What follows belongs to an exercise in optimizing a design on an open flow for small area; a production flow would make more cautious choices. Only simulation tests tie the RTL to the original design; equivalence was not proved. No activity file was given, so power comes from the tool's default toggle rates.

== run A ==
// scalar_kalman_filter_unit
module scalar_kalman_filter_unit (
    input  logic                                 i_clk,
    input  logic                                 i_rst_n,
    input  logic                                 i_in_valid,
    output logic                                 o_in_stall,
    input  logic signed [skf_pkg::VALUE_W-1:0]   i_sample,
    output logic                                 o_out_valid,
    input  logic                                 i_out_stall,
    output logic signed [skf_pkg::VALUE_W-1:0]   o_estimate,
    input  logic                                 i_cfg_we,
    input  logic [skf_pkg::CFG_IDX_W-1:0]        i_cfg_index,
    input  logic [skf_pkg::REG_W-1:0]            i_cfg_data
);
Size: roughly 520 cells after synthesis, roughly 220 flip-flops, roughly 110 I/O pins, ~7100 µm² of cells after synthesis.
clock: 12.0 ns
lec_check: 0
cap_margin: 20
core_margin: 2
core_utilization: 50
slew_margin: 20
standard.sh (not shown) runs the stock make flow with config.mk's settings and CLKGATE_MAP_FILE= SYNTH_SCRIPT=/design/flow/synth_recipe.tcl, a recipe that flattens the netlist after the stock synthesis.
==> flow/flow/run.sh <==
#!/bin/bash
# Standard ORFS layout (the standard.sh) with three changes:
#  - synthesis is the standard flow's own, but abc maps with an area-oriented script
#    (flow/synth_area.tcl, flow/area.abc); registers are mapped as before;
#  - the port buffers are the smallest buffer, buf_1;
#  - the clock tree uses clkbuf_8 leaves, clkbuf_4 above them, no dummy loads.
# Make's output goes to flow.log here; each ORFS step keeps its own log under
# orfs/logs.
set -euo pipefail
here=$PWD
export FLOW_SYNTH_TCL=$here/synth_recipe.tcl
export AREA_ABC_SCRIPT=$here/flow/area.abc
bash standard.sh \
  "SYNTH_SCRIPT=$here/flow/synth_area.tcl" \
  "BUFFER_PORTS_ARGS=-buffer_cell sky130_fd_sc_hd__buf_1" \
  "CTS_ARGS=-sink_clustering_enable -repair_clock_nets -buf_list sky130_fd_sc_hd__clkbuf_4 -sink_clustering_size 10 -sink_clustering_max_diameter 40 -root_buf sky130_fd_sc_hd__clkbuf_4 -tree_buf sky130_fd_sc_hd__clkbuf_4 -dont_use_dummy_load" \
  finish > flow.log 2>&1
==> flow/flow/area.abc <==
strash
dch
amap
==> flow/flow/synth_area.tcl <==
# The standard synthesis (synth_recipe.tcl, which sources ORFS synth.tcl),
# with one change: abc maps the logic with the area-oriented script in
# AREA_ABC_SCRIPT instead of ORFS's delay-oriented one. Every other abc
# argument (liberty, don't-use cells, constraints) is kept.
proc abc {args} {
  set out {}
  set i 0
  while {$i < [llength $args]} {
    set a [lindex $args $i]
    if {$a eq "-script"} {
      incr i
      lappend out -script $::env(AREA_ABC_SCRIPT)
    } else {
      lappend out $a
    }
    incr i
  }
  yosys abc {*}$out
}
source $::env(FLOW_SYNTH_TCL)
Here is what was changed in the inputs of run B compared with run A.
==> flow/flow/run.sh <==
#!/bin/bash
# Standard ORFS layout (the standard.sh) with three changes:
#  - synthesis is the standard flow's own, but abc maps with an area-oriented script
#    (flow/synth_area.tcl, flow/area.abc); registers are mapped as before;
#  - the port buffers are the smallest buffer, buf_1;
#  - the clock tree uses clkbuf_4 buffers and no dummy loads.
# Make's output goes to flow.log here; each ORFS step keeps its own log under
# orfs/logs.
set -euo pipefail
here=$PWD
export FLOW_SYNTH_TCL=$here/synth_recipe.tcl
export AREA_ABC_SCRIPT=$here/flow/area.abc
bash standard.sh \
  "SYNTH_SCRIPT=$here/flow/synth_area.tcl" \
  "BUFFER_PORTS_ARGS=-buffer_cell sky130_fd_sc_hd__buf_1" \
  "CTS_ARGS=-sink_clustering_enable -repair_clock_nets -buf_list sky130_fd_sc_hd__clkbuf_4 -sink_clustering_size 13 -sink_clustering_max_diameter 45 -root_buf sky130_fd_sc_hd__clkbuf_4 -tree_buf sky130_fd_sc_hd__clkbuf_4 -dont_use_dummy_load" \
  finish > flow.log 2>&1
==> flow/flow/area.abc <==
strash
dch
amap -m -F 6 -A 30
[summary]
Comparing run A and run B, global-route usage over all layers is higher on run A.
On area after synthesis, run A loses to run B.
Run B finished all stages; the layout is clean.
On net switching share of the total power, run A and run B are neck and neck.
The inputs of run C differ from those of run B as listed below.
==> flow/flow/run.sh <==
#!/bin/bash
# Standard ORFS layout (the standard.sh) with three changes:
#  - synthesis is the standard flow's own, but abc maps with an area-oriented script
#    (flow/synth_area.tcl, flow/area.abc); registers are mapped as before;
#  - the port buffers are the smallest buffer, buf_1;
#  - the clock tree uses clkbuf_8 leaves, clkbuf_4 above them, no dummy loads.
# Make's output goes to flow.log here; each ORFS step keeps its own log under
# orfs/logs.
set -euo pipefail
here=$PWD
export FLOW_SYNTH_TCL=$here/synth_recipe.tcl
export AREA_ABC_SCRIPT=$here/flow/area.abc
bash standard.sh \
  "SYNTH_SCRIPT=$here/flow/synth_area.tcl" \
  "BUFFER_PORTS_ARGS=-buffer_cell sky130_fd_sc_hd__buf_1" \
  "CTS_ARGS=-sink_clustering_enable -repair_clock_nets -buf_list sky130_fd_sc_hd__clkbuf_4 -sink_clustering_size 10 -sink_clustering_max_diameter 40 -root_buf sky130_fd_sc_hd__clkbuf_4 -tree_buf sky130_fd_sc_hd__clkbuf_4 -dont_use_dummy_load" \
  finish > flow.log 2>&1
==> summary.txt <==
Compared with run B, number of non-filler instances in the completed layout in run C increased slightly.
Sort run B and run C by sequential share of power desc -> top: run B
Summary: with run B as the reference, clock buffer count in run C moved up by more than a quarter.
Of the two candidates, run B has the better via count and run C the worse one.
Against run B, run C comes in 1.1% higher on global-route wire length before repair.
[compare] base=run B new=run C: worst setup slack went up 0.032 ns, peak ir drop on the vdd network went down about 11%, switching part of the total power held, clock network power share went up 1.8 points.
Routed wire in run C totals more than in run B.
Measured against each other, run B and run C differ in fraction of final layout cells with drive strength greater than 1, the lower figure coming from run B.
Changes in run D relative to run C:
--- a/flow/flow/run.sh
+++ b/flow/flow/run.sh
@@ -14,4 +14,4 @@
   "SYNTH_SCRIPT=$here/flow/synth_area.tcl" \
   "BUFFER_PORTS_ARGS=-buffer_cell sky130_fd_sc_hd__buf_1" \
-  "CTS_ARGS=-sink_clustering_enable -repair_clock_nets -buf_list sky130_fd_sc_hd__clkbuf_4 -sink_clustering_size 10 -sink_clustering_max_diameter 40 -root_buf sky130_fd_sc_hd__clkbuf_4 -tree_buf sky130_fd_sc_hd__clkbuf_4 -dont_use_dummy_load" \
+  "CTS_ARGS=-sink_clustering_enable -repair_clock_nets -buf_list sky130_fd_sc_hd__clkbuf_8 -sink_clustering_size 16 -sink_clustering_max_diameter 50 -root_buf sky130_fd_sc_hd__clkbuf_4 -tree_buf sky130_fd_sc_hd__clkbuf_4 -dont_use_dummy_load" \
   finish > flow.log 2>&1
==> flow/flow/area.abc <==
strash
dch
amap
Findings:
Run D finished end to end and its layout was clean on timing, DRC and antenna.
On peak fanout along the critical path: between run D and run C, it ends up lower for run D.
Going from run C to run D, worst hold slack shrinks by 0.016 ns.
Fraction of power consumed by sequential logic (lower): run D
On share of the cycle needed by the critical path after routing: between run D and run C, it ends up higher for run D.
Between run C and run D, net count of the mapped netlist increased.
Run D and run C ended up with nearly the same proportion of power drawn by combinational gates.
On power in sequential cells, run D and run C are basically level.
Count of clock buffers in the final design, run D vs run C: down by more than a quarter
Min worst setup slack across run D and run C: run D
Run D ended up with a higher antenna diode instance count than run C did.
Run D vs run C: register area share after synthesis down in run D

========
scalar_kalman_filter_unit, a different RTL version from the one above (not shown whole).
Size: ~8200 um2 of cells after synthesis.
==> flow/config.mk <==
export PLATFORM = sky130hd
export DESIGN_NAME = scalar_kalman_filter_unit
export DESIGN_NICKNAME = scalar_kalman_filter_unit
export VERILOG_FILES = /design/flow/design.v
export SDC_FILE = /design/flow/constraint.sdc
export NUM_CORES = 4
export LEC_CHECK = 0
export CAP_MARGIN = 20
export CORE_MARGIN = 2
export CORE_UTILIZATION = 40
export SLEW_MARGIN = 20
==> flow/constraint.sdc <==
create_clock -name core_clock -period 12.0 [get_ports {i_clk}]
set_input_delay 2.4000 -clock core_clock [delete_from_list [all_inputs] [get_ports {i_clk}]]
set_output_delay 2.4000 -clock core_clock [all_outputs]
set_load 0.01 [all_outputs]
==> flow/flow/run.sh <==
#!/bin/bash
# Standard ORFS layout, with the smallest buffer on the ports and a clock tree
# of small buffers without dummy loads. Make's output goes to flow.log here;
# each ORFS step keeps its own log under orfs/logs.
set -euo pipefail
bash standard.sh \
  "BUFFER_PORTS_ARGS=-buffer_cell sky130_fd_sc_hd__buf_1" \
  "CTS_ARGS=-sink_clustering_enable -repair_clock_nets -buf_list sky130_fd_sc_hd__clkbuf_8 -sink_clustering_size 20 -sink_clustering_max_diameter 60 -dont_use_dummy_load" \
  finish > flow.log 2>&1
The baseline ran to the end with no violations.
==> next run, changes <==
==> flow/run.sh (new file) <==
#!/bin/bash
# synth_recipe.tcl (not shown) runs the flow's synth.tcl, then flattens the netlist and writes it again
# the make line also repeats each setting of config.mk as NAME=value (left out here)
make -C /OpenROAD-flow-scripts/flow DESIGN_CONFIG=/design/flow/config.mk WORK_HOME=/design/flow/orfs CLKGATE_MAP_FILE= SYNTH_SCRIPT=/design/flow/synth_recipe.tcl finish
--- a/flow/config.mk
+++ b/flow/config.mk
@@ -7,0 +8 @@
+export ABC_AREA = 1
@@ -10 +11 @@
-export CORE_UTILIZATION = 40
+export CORE_UTILIZATION = 70
removed: flow/flow/run.sh
removed: flow/standard.sh
Via count goes up by 25%.
Hold slack is better by 0.014 ns.
Clock power rises by 110%.
Area after synthesis grows by 0.30%.
==> next run, changes <==
--- a/flow/config.mk
+++ b/flow/config.mk
@@ -8 +7,0 @@
-export ABC_AREA = 1
@@ -11 +10 @@
-export CORE_UTILIZATION = 70
+export CORE_UTILIZATION = 40
Effect: Design area grows by 0.82%; count of clock-buffer cells in the layout came out lower by 3; worst setup slack is worse by 0.10 ns; wire length came out lower by 24%; non-clock buffer count goes up by 2; clock power came out lower by 5.1%; synthesized cell count drops by 20%; final cell count shrinks by 1.5%.
==> next run, changes <==
==> flow/flow/run.sh (new file) <==
#!/bin/bash
# Standard ORFS layout, with the smallest buffer on the ports and a clock tree
# of small buffers without dummy loads. Make's output goes to flow.log here;
# each ORFS step keeps its own log under orfs/logs.
set -euo pipefail
bash standard.sh \
  "BUFFER_PORTS_ARGS=-buffer_cell sky130_fd_sc_hd__buf_1" \
  "CTS_ARGS=-sink_clustering_enable -repair_clock_nets -buf_list sky130_fd_sc_hd__clkbuf_16 -sink_clustering_size 30 -sink_clustering_max_diameter 80 -dont_use_dummy_load" \
  finish > flow.log 2>&1
==> flow/standard.sh (new file) <==
#!/bin/bash
# synth_recipe.tcl (not shown) runs the flow's synth.tcl, then flattens the netlist and writes it again
# the make line also repeats each setting of config.mk as NAME=value (left out here)
make -C /OpenROAD-flow-scripts/flow DESIGN_CONFIG=/design/flow/config.mk WORK_HOME=/design/flow/orfs CLKGATE_MAP_FILE= SYNTH_SCRIPT=/design/flow/synth_recipe.tcl "${@:-finish}"
removed: flow/run.sh
Outcome: Synthesized area does not change; wire length decreases by 2.6%; sequential share of layout area increases by 7.5 points; count of clock-buffer cells in the layout decreases by 20; critical path depth does not change; non-clock buffer count stays the same; worst setup slack improves by 0.071 ns; global-route usage decreases by 0.89 points; via count decreases by 2.0%; sequential power hardly moves.
==> next run, changes <==
--- a/flow/flow/run.sh
+++ b/flow/flow/run.sh
@@ -8 +8 @@
-  "CTS_ARGS=-sink_clustering_enable -repair_clock_nets -buf_list sky130_fd_sc_hd__clkbuf_16 -sink_clustering_size 30 -sink_clustering_max_diameter 80 -dont_use_dummy_load" \
+  "CTS_ARGS=-sink_clustering_enable -repair_clock_nets -buf_list sky130_fd_sc_hd__clkbuf_4 -sink_clustering_size 12 -sink_clustering_max_diameter 30 -dont_use_dummy_load" \
--- a/flow/config.mk
+++ b/flow/config.mk
@@ -10 +10 @@
-export CORE_UTILIZATION = 40
+export CORE_UTILIZATION = 65
What happened: Worst setup slack stays flat. Hold slack loses 0.018 ns. Critical path depth does not change. Global-route usage rose by 8.3 points. Combinational power came out lower by about 2%.

afterwards: timing with drivers on the ports:
In the flow no input, the clock included, has a driving cell. The finished layouts below were timed again as built, in two steps.
Step 1: set_driving_cell puts a clkbuf_16 on i_clk and a buf_2 on each other input, an assumption about the parent block.
Step 2, shift: input delay + t, output delay - t, t = (earliest + latest rising clock arrival at the registers) / 2. This alone moves slack from input paths to output paths.
Slacks: no drivers / after step 1 / after step 2; pairs: no drivers / after step 1.
run | shift t [ns] | setup slack, ns | worst hold slack (ns) | slew at the worst register clock pin (ns)
run A | 0.638 | 5.530 / 5.544 / 4.906 | 0.309 / 0.309 / 0.309 | 0.11 / 0.11
run B | 0.610 | 5.484 / 5.484 / 5.029 | 0.321 / 0.321 / 0.321 | 0.13 / 0.13
run C | 0.643 | 5.516 / 5.516 / 5.049 | 0.324 / 0.324 / 0.324 | 0.10 / 0.10
run D | 0.621 | 5.488 / 5.502 / 4.881 | 0.308 / 0.308 / 0.308 | 0.10 / 0.10
the first run of note 2 | 0.535 | 6.329 / 6.329 / 6.329 | 0.302 / 0.302 / 0.302 | 0.11 / 0.11
the second run of note 2 | 0.546 | 6.442 / 6.442 / 6.442 | 0.316 / 0.316 / 0.316 | 0.07 / 0.07
the third run of note 2 | 0.559 | 6.340 / 6.340 / 6.340 | 0.325 / 0.325 / 0.325 | 0.06 / 0.06
the fourth run of note 2 | 0.501 | 6.411 / 6.411 / 6.411 | 0.296 / 0.296 / 0.296 | 0.11 / 0.11
the fifth run of note 2 | 0.629 | 6.413 / 6.413 / 6.413 | 0.279 / 0.279 / 0.279 | 0.10 / 0.10
After both steps setup and hold are still met in every run listed. The setup slack of run A, which loses most, moves by +0.014 ns with the drivers and by -0.624 ns with both steps.
